This is an optimization exercise on Yosys and OpenROAD, whose aim is small area, a short achievable clock period and few clock cycles, not a production implementation.
At most, simulation tests tie the RTL to the original design; equivalence was not proved.

== job 9688 ==
==> module fft_top, before the edit <==
module fft_top (
  input  logic        clk,
  input  logic        reset,
  input  logic        load,
  input  logic [63:0] load_data,  
  input  logic        start,
  output logic        done,
  input  logic [2:0]  rd_addr,
  output logic [31:0] rd_data     
);
  logic [31:0] e0, e1, e2, e3, f0, f1, f2, f3;
  logic        tr5, ti5;  
  function automatic logic [31:0] cop(input logic [31:0] x, input logic [2:0] c);
    logic [15:0] opr, opi;
    opr = c[2] ? x[15:0] : x[31:16];
    opi = c[2] ? x[31:16] : x[15:0];
    cop = {opr ^ {16{c[1]}}, opi ^ {16{c[0]}}};
  endfunction
  logic k0, s13, n23, n12;
  logic ph;  
  always_ff @(posedge clk) begin
    if (reset) begin
      k0   <= 1'b1;
      s13  <= 1'b0;
      n23  <= 1'b0;
      n12  <= 1'b0;
      ph   <= 1'b0;
      done <= 1'b0;
    end else if (load) begin
      k0   <= s13 & n23;
      s13  <= k0 | (n23 & ~s13);
      n23  <= n12;
      n12  <= k0 | (s13 & n12);
      done <= 1'b0;
    end else if (start) begin
      k0   <= 1'b1;
      s13  <= 1'b0;
      n23  <= 1'b0;
      n12  <= 1'b0;
      ph   <= 1'b1;
    end else if (ph) begin
      ph   <= 1'b0;
      done <= 1'b1;
    end
  end
  logic [31:0] xh, xl;      
  logic [31:0] keep;
  logic [2:0]  c1, c2, c2f, c3;
  assign xh   = load_data[63:32];
  assign xl   = load_data[31:0];
  assign keep = {32{~(k0 & load)}};  
  assign c1  = {s13, n23, n12};
  assign c2  = {1'b0, s13, s13};
  assign c2f = {1'b1, s13, ~s13};
  assign c3  = {s13, n12, n23};
  logic [31:0] xhg, xlg;
  logic [2:0]  c1g, c2g, c2fg, c3g;
  assign xhg  = xh & {32{load}};
  assign xlg  = xl & {32{load}};
  assign c1g  = c1 & {3{load}};
  assign c2g  = c2 & {3{load}};
  assign c2fg = c2f & {3{load}};
  assign c3g  = c3 & {3{load}};
  logic [31:0] se0, se1, se2, se3, sf0, sf1, sf2, sf3;
  fft_cadd #(.KS(0)) u_ae0 (.a(e0 & keep), .b(cop(xhg, 3'b000)), .ci(2'b00),   .s(se0));
  fft_cadd #(.KS(0)) u_ae1 (.a(e1 & keep), .b(cop(xhg, c1g)),    .ci(c1g[1:0]), .s(se1));
  fft_cadd #(.KS(0)) u_ae2 (.a(e2 & keep), .b(cop(xhg, c2g)),    .ci(c2g[1:0]), .s(se2));
  fft_cadd #(.KS(0)) u_ae3 (.a(e3 & keep), .b(cop(xhg, c3g)),    .ci(c3g[1:0]), .s(se3));
  fft_cadd #(.KS(0)) u_af0 (.a(f0 & keep), .b(cop(xlg, 3'b000)), .ci(2'b00),   .s(sf0));
  fft_cadd #(.KS(0)) u_af1 (.a(f1 & keep), .b(cop(xl, c1)),      .ci(c1[1:0]),  .s(sf1));
  fft_cadd #(.KS(0)) u_af2 (.a(f2 & keep), .b(cop(xlg, c2fg)),   .ci(c2fg[1:0]), .s(sf2));
  fft_cadd #(.KS(0)) u_af3 (.a(f3 & keep), .b(cop(xl, c3)),      .ci(c3[1:0]),  .s(sf3));
  logic [31:0] tin, tw;
  assign tin = ph ? f3 : f1;
  fft_mul181 u_mr (.v(tin[31:16]), .y(tw[31:16]));
  fft_mul181 u_mi (.v(tin[15:0]),  .y(tw[15:0]));
  always_ff @(posedge clk) begin
    e0 <= se0;
    e1 <= se1;
    e2 <= se2;
    e3 <= se3;
    f0 <= sf0;
    f2 <= sf2;
    if (load) begin
      f1 <= sf1;
      f3 <= sf3;
    end else if (start) begin
      f1  <= tw;
      tr5 <= (f1[23:16] == 8'h80);
      ti5 <= (f1[7:0] == 8'h80);
    end else if (ph) begin
      f3  <= tw;
    end
  end
  logic [31:0] es, fs;
  logic [1:0]  j;
  logic        ng, odd;
  logic        nra, nrb, nia, nib;
  logic [1:0]  dr, di;
  assign j   = rd_addr[1:0];
  assign ng  = rd_addr[2];
  assign odd = rd_addr[0];
  always_comb begin
    case (j)
      2'd0:    begin es = e0; fs = f0; end
      2'd1:    begin es = e1; fs = f1; end
      2'd2:    begin es = e2; fs = f2; end
      default: begin es = e3; fs = f3; end
    endcase
  end
  assign nra = (j == 2'd3) ? ~ng : ng;
  assign nrb = ng;
  assign nia = ~ng;
  assign nib = (j == 2'd3) ? ~ng : ng;
  always_comb begin
    dr = {1'b0, nra} + {1'b0, odd & nrb};
    di = {1'b0, nib} + {1'b0, odd & nia};
    if (j == 2'd1) begin
      dr = ng ? dr - {1'b0, tr5} : dr + {1'b0, tr5};
      di = ng ? di - {1'b0, ti5} : di + {1'b0, ti5};
    end
  end
  logic [15:0] ra, rb, ia, ib;
  logic [15:0] rs, rc, is_, ic;
  assign ra = fs[31:16] ^ {16{nra}};
  assign rb = odd ? fs[15:0] ^ {16{nrb}} : 16'd0;
  assign ia = odd ? fs[31:16] ^ {16{nia}} : 16'd0;
  assign ib = fs[15:0] ^ {16{nib}};
  assign rs  = es[31:16] ^ ra ^ rb;
  assign rc  = {(es[30:16] & ra[14:0]) | (es[30:16] & rb[14:0]) | (ra[14:0] & rb[14:0]),
                dr[1] | dr[0]};
  assign is_ = es[15:0] ^ ia ^ ib;
  assign ic  = {(es[14:0] & ia[14:0]) | (es[14:0] & ib[14:0]) | (ia[14:0] & ib[14:0]),
                di[1] | di[0]};
  logic [31:0] rsum;
  fft_cadd #(.KS(1)) u_rd (.a({rs, is_}), .b({rc, ic}), .ci({dr[1], di[1]}), .s(rsum));
  always_ff @(posedge clk) begin
    rd_data <= rsum;
  end
endmodule
clock: 6.5 ns
lec_check: 0
cap_margin: 20
core_margin: 2
core_utilization: 40
setup_slack_margin: 2.5
slew_margin: 20
synth_hierarchical: 1
synth_minimum_keep_size: 0
run.sh (not shown) runs the stock make flow with config.mk's settings and CLKGATE_MAP_FILE= SYNTH_SCRIPT=/design/flow/synth_recipe.tcl, a recipe that flattens the netlist after the stock synthesis.
Job 9688 has completed all stages; timing, DRC and antenna checks passed.
The following lists how job 9924 was set up differently from job 9688:
-- flow/design.v --
<<< job 9688, line 43
  endfunction
  logic k0, s13, n23, n12;
  logic ph;  
  always_ff @(posedge clk) begin
    if (reset) begin
>>> job 9924, line 43
  endfunction
  logic k0, s13, n23, n12;
  always_ff @(posedge clk) begin
    if (reset) begin
<<< job 9688, line 50
      n23  <= 1'b0;
      n12  <= 1'b0;
      ph   <= 1'b0;
      done <= 1'b0;
    end else if (load) begin
>>> job 9924, line 49
      n23  <= 1'b0;
      n12  <= 1'b0;
      done <= 1'b0;
    end else if (load) begin
<<< job 9688, line 63
      n23  <= 1'b0;
      n12  <= 1'b0;
      ph   <= 1'b1;
    end else if (ph) begin
      ph   <= 1'b0;
      done <= 1'b1;
    end
>>> job 9924, line 61
      n23  <= 1'b0;
      n12  <= 1'b0;
      done <= 1'b1;
    end
<<< job 9688, line 96
  fft_cadd #(.KS(0)) u_af2 (.a(f2 & keep), .b(cop(xlg, c2fg)),   .ci(c2fg[1:0]), .s(sf2));
  fft_cadd #(.KS(0)) u_af3 (.a(f3 & keep), .b(cop(xl, c3)),      .ci(c3[1:0]),  .s(sf3));
  logic [31:0] tin, tw;
  assign tin = ph ? f3 : f1;
  fft_mul181 u_mr (.v(tin[31:16]), .y(tw[31:16]));
  fft_mul181 u_mi (.v(tin[15:0]),  .y(tw[15:0]));
  always_ff @(posedge clk) begin
    e0 <= se0;
>>> job 9924, line 91
  fft_cadd #(.KS(0)) u_af2 (.a(f2 & keep), .b(cop(xlg, c2fg)),   .ci(c2fg[1:0]), .s(sf2));
  fft_cadd #(.KS(0)) u_af3 (.a(f3 & keep), .b(cop(xl, c3)),      .ci(c3[1:0]),  .s(sf3));
  logic [31:0] t1, t3;
  fft_mul181 u_m1r (.v(f1[31:16]), .y(t1[31:16]));
  fft_mul181 u_m1i (.v(f1[15:0]),  .y(t1[15:0]));
  fft_mul181 u_m3r (.v(f3[31:16]), .y(t3[31:16]));
  fft_mul181 u_m3i (.v(f3[15:0]),  .y(t3[15:0]));
  always_ff @(posedge clk) begin
    e0 <= se0;
<<< job 9688, line 111
      f3 <= sf3;
    end else if (start) begin
      f1  <= tw;
      tr5 <= (f1[23:16] == 8'h80);
      ti5 <= (f1[7:0] == 8'h80);
    end else if (ph) begin
      f3  <= tw;
    end
  end
>>> job 9924, line 107
      f3 <= sf3;
    end else if (start) begin
      f1  <= t1;
      f3  <= t3;
      tr5 <= (f1[23:16] == 8'h80);
      ti5 <= (f1[7:0] == 8'h80);
    end
  end
Notes after the runs:
Of job 9688 and job 9924, job 9688 shows the higher highest net fanout along the worst path, with job 9924 below it.
Sum of met2 wire segment lengths after detailed routing of job 9924 exceeds that of job 9688 by more than 10%.
Summary of the comparison: multi-input gate share of the layout cell area is higher in job 9924, relative to job 9688.
For the register-to-register slack, job 9924 came in 0.38 ns higher than job 9688 did.
Post-synthesis instance area deteriorates in job 9924 relative to job 9688.
On sequential share of layout area: between job 9688 and job 9924, it ends up lower for job 9924.
Job 9924 against job 9688: detailed placement HPWL went up by 8.9 mm, wire length of the first global-routing pass increased by about 13% relative to the old numbers, sink count of the clock tree fell by 1.
Testbench counts of job 9924, summed over its fixed seeds: cycles 5,000.
Only the layout flow was run in job 9688; the RTL was not checked for function there.


The RTL this note starts from:
==> flow/design.v <==
package fft_data_pkg;
  typedef logic signed [8+8-1:0] sample_t;
  typedef struct packed {
    sample_t re;
    sample_t im;
  } cplx_t;
  typedef struct packed {
    cplx_t upper;  
    cplx_t lower;  
  } cplx_pair_t;
endpackage
package fft_ctrl_pkg;
  typedef logic [$clog2(8)-1:0] bin_addr_t;
  typedef struct packed {
    bin_addr_t upper;
    bin_addr_t lower;
  } addr_pair_t;
  typedef logic [$clog2(3)-1:0] stage_t;
  typedef logic [$clog2(8/2)-1:0] twiddle_idx_t;
  typedef struct packed {
    logic       valid;
    addr_pair_t addr;
  } wr_cmd_t;
endpackage
`timescale 1ns/1ps
module fft_top (
  input  logic        clk,
  input  logic        reset,
  input  logic        load,
  input  logic [63:0] load_data,  
  input  logic        start,
  output logic        done,
  input  logic [2:0]  rd_addr,
  output logic [31:0] rd_data     
);
  logic [31:0] e0, e1, e2, e3, f0, f1, f2, f3;
  logic        tr5, ti5;  
  function automatic logic [31:0] cop(input logic [31:0] x, input logic [2:0] c);
    logic [15:0] opr, opi;
    opr = c[2] ? x[15:0] : x[31:16];
    opi = c[2] ? x[31:16] : x[15:0];
    cop = {opr ^ {16{c[1]}}, opi ^ {16{c[0]}}};
  endfunction
  logic k0, s13, n23, n12;
  logic ph;  
  always_ff @(posedge clk) begin
    if (reset) begin
      k0   <= 1'b1;
      s13  <= 1'b0;
      n23  <= 1'b0;
      n12  <= 1'b0;
      ph   <= 1'b0;
      done <= 1'b0;
    end else if (load) begin
      k0   <= s13 & n23;
      s13  <= k0 | (n23 & ~s13);
      n23  <= n12;
      n12  <= k0 | (s13 & n12);
      done <= 1'b0;
    end else if (start) begin
      k0   <= 1'b1;
      s13  <= 1'b0;
      n23  <= 1'b0;
      n12  <= 1'b0;
      ph   <= 1'b1;
    end else if (ph) begin
      ph   <= 1'b0;
      done <= 1'b1;
    end
  end
  logic [31:0] xh, xl;      
  logic [31:0] keep;
  logic [2:0]  c1, c2, c2f, c3;
  assign xh   = load_data[63:32];
  assign xl   = load_data[31:0];
  assign keep = {32{~(k0 & load)}};  
  assign c1  = {s13, n23, n12};
  assign c2  = {1'b0, s13, s13};
  assign c2f = {1'b1, s13, ~s13};
  assign c3  = {s13, n12, n23};
  logic [31:0] xhg, xlg;
  logic [2:0]  c1g, c2g, c2fg, c3g;
  assign xhg  = xh & {32{load}};
  assign xlg  = xl & {32{load}};
  assign c1g  = c1 & {3{load}};
  assign c2g  = c2 & {3{load}};
  assign c2fg = c2f & {3{load}};
  assign c3g  = c3 & {3{load}};
  logic [31:0] se0, se1, se2, se3, sf0, sf1, sf2, sf3;
  fft_cadd #(.KS(0)) u_ae0 (.a(e0 & keep), .b(cop(xhg, 3'b000)), .ci(2'b00),   .s(se0));
  fft_cadd #(.KS(0)) u_ae1 (.a(e1 & keep), .b(cop(xhg, c1g)),    .ci(c1g[1:0]), .s(se1));
  fft_cadd #(.KS(0)) u_ae2 (.a(e2 & keep), .b(cop(xhg, c2g)),    .ci(c2g[1:0]), .s(se2));
  fft_cadd #(.KS(0)) u_ae3 (.a(e3 & keep), .b(cop(xhg, c3g)),    .ci(c3g[1:0]), .s(se3));
  fft_cadd #(.KS(0)) u_af0 (.a(f0 & keep), .b(cop(xlg, 3'b000)), .ci(2'b00),   .s(sf0));
  fft_cadd #(.KS(0)) u_af1 (.a(f1 & keep), .b(cop(xl, c1)),      .ci(c1[1:0]),  .s(sf1));
  fft_cadd #(.KS(0)) u_af2 (.a(f2 & keep), .b(cop(xlg, c2fg)),   .ci(c2fg[1:0]), .s(sf2));
  fft_cadd #(.KS(0)) u_af3 (.a(f3 & keep), .b(cop(xl, c3)),      .ci(c3[1:0]),  .s(sf3));
  logic [31:0] tw;
  fft_mul181 u_mr (.v(f1[31:16]), .y(tw[31:16]));
  fft_mul181 u_mi (.v(f1[15:0]),  .y(tw[15:0]));
  always_ff @(posedge clk) begin
    e0 <= se0;
    e1 <= se1;
    e2 <= se2;
    e3 <= se3;
    f0 <= sf0;
    f2 <= sf2;
    if (load) begin
      f1 <= sf1;
      f3 <= sf3;
    end else if (start) begin
      f3  <= tw;
      f1  <= f3;
      tr5 <= (f1[23:16] == 8'h80);
      ti5 <= (f1[7:0] == 8'h80);
    end else if (ph) begin
      f1  <= tw;
    end
  end
  logic [31:0] es, fs;
  logic [1:0]  j;
  logic        ng, odd;
  logic        nra, nrb, nia, nib;
  logic [1:0]  dr, di;
  assign j   = rd_addr[1:0];
  assign ng  = rd_addr[2];
  assign odd = rd_addr[0];
  always_comb begin
    case (j)
      2'd0:    begin es = e0; fs = f0; end
      2'd1:    begin es = e1; fs = f3; end  
      2'd2:    begin es = e2; fs = f2; end
      default: begin es = e3; fs = f1; end  
    endcase
  end
  assign nra = (j == 2'd3) ? ~ng : ng;
  assign nrb = ng;
  assign nia = ~ng;
  assign nib = (j == 2'd3) ? ~ng : ng;
  always_comb begin
    dr = {1'b0, nra} + {1'b0, odd & nrb};
    di = {1'b0, nib} + {1'b0, odd & nia};
    if (j == 2'd1) begin
      dr = ng ? dr - {1'b0, tr5} : dr + {1'b0, tr5};
      di = ng ? di - {1'b0, ti5} : di + {1'b0, ti5};
    end
  end
  logic [15:0] ra, rb, ia, ib;
  logic [15:0] rs, rc, is_, ic;
  assign ra = fs[31:16] ^ {16{nra}};
  assign rb = odd ? fs[15:0] ^ {16{nrb}} : 16'd0;
  assign ia = odd ? fs[31:16] ^ {16{nia}} : 16'd0;
  assign ib = fs[15:0] ^ {16{nib}};
  assign rs  = es[31:16] ^ ra ^ rb;
  assign rc  = {(es[30:16] & ra[14:0]) | (es[30:16] & rb[14:0]) | (ra[14:0] & rb[14:0]),
                dr[1] | dr[0]};
  assign is_ = es[15:0] ^ ia ^ ib;
  assign ic  = {(es[14:0] & ia[14:0]) | (es[14:0] & ib[14:0]) | (ia[14:0] & ib[14:0]),
                di[1] | di[0]};
  logic [31:0] rsum;
  fft_cadd #(.KS(1)) u_rd (.a({rs, is_}), .b({rc, ic}), .ci({dr[1], di[1]}), .s(rsum));
  always_ff @(posedge clk) begin
    rd_data <= rsum;
  end
endmodule
module fft_cadd #(
  parameter int KS = 0
) (
  input  logic [31:0] a,
  input  logic [31:0] b,
  input  logic [1:0]  ci,
  output logic [31:0] s
);
  logic [31:0] p, g, c;
  assign p = a ^ b;
  assign g = a & b;
  fft_carry #(.W(16), .KS(KS)) u_hi (.p(p[31:16]), .g(g[31:16]), .ci(ci[1]), .c(c[31:16]));
  fft_carry #(.W(16), .KS(KS)) u_lo (.p(p[15:0]),  .g(g[15:0]),  .ci(ci[0]), .c(c[15:0]));
  assign s = p ^ c;
endmodule
module fft_mul181 (
  input  logic [15:0] v,
  output logic [15:0] y
);
  logic [23:0] r0, r1, r2, r3, r4, k;
  logic [23:0] s1, c1, s2, c2, s3, c3, s4, c4, p, g, c;
  assign r0 = {8'd0, v};
  assign r1 = {6'd0, v, 2'd0};
  assign r2 = {4'd0, v, 4'd0};
  assign r3 = {3'd0, v, 5'd0};
  assign r4 = {1'd0, v, 7'd0};
  assign k  = (v[15] ? 24'h4b0000 : 24'd0) | 24'd127;
  assign s1 = r0 ^ r1 ^ r2;
  assign c1 = {(r0[22:0] & r1[22:0]) | (r0[22:0] & r2[22:0]) | (r1[22:0] & r2[22:0]), 1'b0};
  assign s2 = r3 ^ r4 ^ k;
  assign c2 = {(r3[22:0] & r4[22:0]) | (r3[22:0] & k[22:0]) | (r4[22:0] & k[22:0]), 1'b0};
  assign s3 = s1 ^ c1 ^ s2;
  assign c3 = {(s1[22:0] & c1[22:0]) | (s1[22:0] & s2[22:0]) | (c1[22:0] & s2[22:0]), 1'b0};
  assign s4 = s3 ^ c3 ^ c2;
  assign c4 = {(s3[22:0] & c3[22:0]) | (s3[22:0] & c2[22:0]) | (c3[22:0] & c2[22:0]), 1'b0};
  assign p = s4 ^ c4;
  assign g = s4 & c4;
  fft_carry #(.W(24), .KS(1)) u_c (.p(p), .g(g), .ci(1'b0), .c(c));
  assign y = p[23:8] ^ c[23:8];
endmodule
module fft_carry #(
  parameter int W  = 16,
  parameter int KS = 0
) (
  input  logic [W-1:0] p,
  input  logic [W-1:0] g,
  input  logic         ci,
  output logic [W-1:0] c
);
  logic [W-1:0] pp, gg, gn;
  always_comb begin
    pp = p;
    gg = g;
    gg[0] = g[0] | (p[0] & ci);
    if (KS != 0) begin
      for (int d = 1; d < W; d = d * 2) begin
        gn = gg;
        for (int i = d; i < W; i++) begin
          gn[i] = gg[i] | (pp[i] & gg[i-d]);
        end
        for (int i = W - 1; i >= d; i--) begin
          pp[i] = pp[i] & pp[i-d];
        end
        gg = gn;
      end
    end else begin
      for (int d = 1; d < W; d = d * 2) begin
        for (int i = 2*d - 1; i < W; i += 2*d) begin
          gg[i] = gg[i] | (pp[i] & gg[i-d]);
          pp[i] = pp[i] & pp[i-d];
        end
      end
      for (int d = W / 4; d >= 1; d = d / 2) begin
        for (int i = 3*d - 1; i < W; i += 2*d) begin
          gg[i] = gg[i] | (pp[i] & gg[i-d]);
          pp[i] = pp[i] & pp[i-d];
        end
      end
    end
    c = {gg[W-2:0], ci};
  end
endmodule
Settings: LEC_CHECK=0, CAP_MARGIN=20, CORE_MARGIN=2, CORE_UTILIZATION=40, SETUP_SLACK_MARGIN=2.0, SLEW_MARGIN=20, SYNTH_HIERARCHICAL=1, SYNTH_MINIMUM_KEEP_SIZE=0; clock period 6.5 ns.
standard.sh (not shown) runs the stock make flow with config.mk's settings and CLKGATE_MAP_FILE= SYNTH_SCRIPT=/design/flow/synth_recipe.tcl, a recipe that flattens the netlist after the stock synthesis.
==> flow/flow/run.sh <==
#!/bin/bash
# The standard layout, with plain buffers (not delay cells) on the ports.
set -euo pipefail
bash standard.sh BUFFER_PORTS_ARGS="-buffer_cell sky130_fd_sc_hd__buf_2" finish > standard.log 2>&1
Testbench counts at the start, summed over its fixed seeds: cycles 5,384.
Change:
--- a/flow/design.v
+++ b/flow/design.v
@@ -86,16 +86,16 @@
   assign c2g  = c2 & {3{load}};
   assign c2fg = c2f & {3{load}};
   assign c3g  = c3 & {3{load}};
   logic [31:0] se0, se1, se2, se3, sf0, sf1, sf2, sf3;
-  fft_cadd #(.KS(0)) u_ae0 (.a(e0 & keep), .b(cop(xhg, 3'b000)), .ci(2'b00),   .s(se0));
-  fft_cadd #(.KS(0)) u_ae1 (.a(e1 & keep), .b(cop(xhg, c1g)),    .ci(c1g[1:0]), .s(se1));
-  fft_cadd #(.KS(0)) u_ae2 (.a(e2 & keep), .b(cop(xhg, c2g)),    .ci(c2g[1:0]), .s(se2));
-  fft_cadd #(.KS(0)) u_ae3 (.a(e3 & keep), .b(cop(xhg, c3g)),    .ci(c3g[1:0]), .s(se3));
-  fft_cadd #(.KS(0)) u_af0 (.a(f0 & keep), .b(cop(xlg, 3'b000)), .ci(2'b00),   .s(sf0));
-  fft_cadd #(.KS(0)) u_af1 (.a(f1 & keep), .b(cop(xl, c1)),      .ci(c1[1:0]),  .s(sf1));
-  fft_cadd #(.KS(0)) u_af2 (.a(f2 & keep), .b(cop(xlg, c2fg)),   .ci(c2fg[1:0]), .s(sf2));
-  fft_cadd #(.KS(0)) u_af3 (.a(f3 & keep), .b(cop(xl, c3)),      .ci(c3[1:0]),  .s(sf3));
+  fft_cadd #(.KS(1)) u_ae0 (.a(e0 & keep), .b(cop(xhg, 3'b000)), .ci(2'b00),   .s(se0));
+  fft_cadd #(.KS(1)) u_ae1 (.a(e1 & keep), .b(cop(xhg, c1g)),    .ci(c1g[1:0]), .s(se1));
+  fft_cadd #(.KS(1)) u_ae2 (.a(e2 & keep), .b(cop(xhg, c2g)),    .ci(c2g[1:0]), .s(se2));
+  fft_cadd #(.KS(1)) u_ae3 (.a(e3 & keep), .b(cop(xhg, c3g)),    .ci(c3g[1:0]), .s(se3));
+  fft_cadd #(.KS(1)) u_af0 (.a(f0 & keep), .b(cop(xlg, 3'b000)), .ci(2'b00),   .s(sf0));
+  fft_cadd #(.KS(1)) u_af1 (.a(f1 & keep), .b(cop(xl, c1)),      .ci(c1[1:0]),  .s(sf1));
+  fft_cadd #(.KS(1)) u_af2 (.a(f2 & keep), .b(cop(xlg, c2fg)),   .ci(c2fg[1:0]), .s(sf2));
+  fft_cadd #(.KS(1)) u_af3 (.a(f3 & keep), .b(cop(xl, c3)),      .ci(c3[1:0]),  .s(sf3));
   logic [31:0] tw;
   fft_mul181 u_mr (.v(f1[31:16]), .y(tw[31:16]));
   fft_mul181 u_mi (.v(f1[15:0]),  .y(tw[15:0]));
   always_ff @(posedge clk) begin
=>
- The changed run produced a clean layout
- final area increases by 6.1%
- die area increases by 6.3%
- first-iteration DRC count increases by about 15%
- critical path depth stays the same
- via count increases by 14%
- hold slack improved by 3.6 ps
- routed wire length increases by about 11%
- global-route usage increases by 0.79 points
- cell count increases by about 8%
- clock-buffer cell count stays the same
No functional check of the RTL was part of the second run of this note.

-- separate check: timing with driven ports --
How much do the figures lean on ideal ports? The routed layouts below were timed once more, with nothing changed but the port constraints. Step 1 (the two cells are an assumption about what drives the block):
set clk [get_ports {clk}]
set_driving_cell -lib_cell sky130_fd_sc_hd__clkbuf_16 $clk
set_driving_cell -lib_cell sky130_fd_sc_hd__buf_2 [delete_from_list [all_inputs] $clk]
Step 2 times the ports against the registers' clock, not the clock port: input delays grow and output delays shrink by t, the midpoint of the rising clock arrivals with the driver on. Three values: ideal ports, drivers, drivers and shift; two values: the first two.
run | t, ns | setup WS [ns] | hold slack, ns | clock arrival spread, ns | worst register clock-pin slew, ns
job 9688 | 0.627 | 1.898 / 1.898 / 1.668 | 0.586 / 0.586 / 0.586 | 0.036 / 0.037 | 0.06 / 0.06
job 9924 | 0.639 | 2.281 / 2.281 / 1.700 | 0.507 / 0.507 / 0.507 | 0.049 / 0.049 | 0.06 / 0.06
the first run of note 2 | 0.621 | 2.147 / 2.139 / 1.518 | 0.528 / 0.528 / 0.528 | 0.031 / 0.031 | 0.06 / 0.06
the second run of note 2 | 0.629 | 2.170 / 2.132 / 1.503 | 0.532 / 0.532 / 0.532 | 0.026 / 0.025 | 0.06 / 0.06
After both steps setup and hold are still met in every run listed. For the second run of note 2, which loses most, drivers alone change the setup slack by -0.038 ns; drivers and shift together by -0.667 ns.
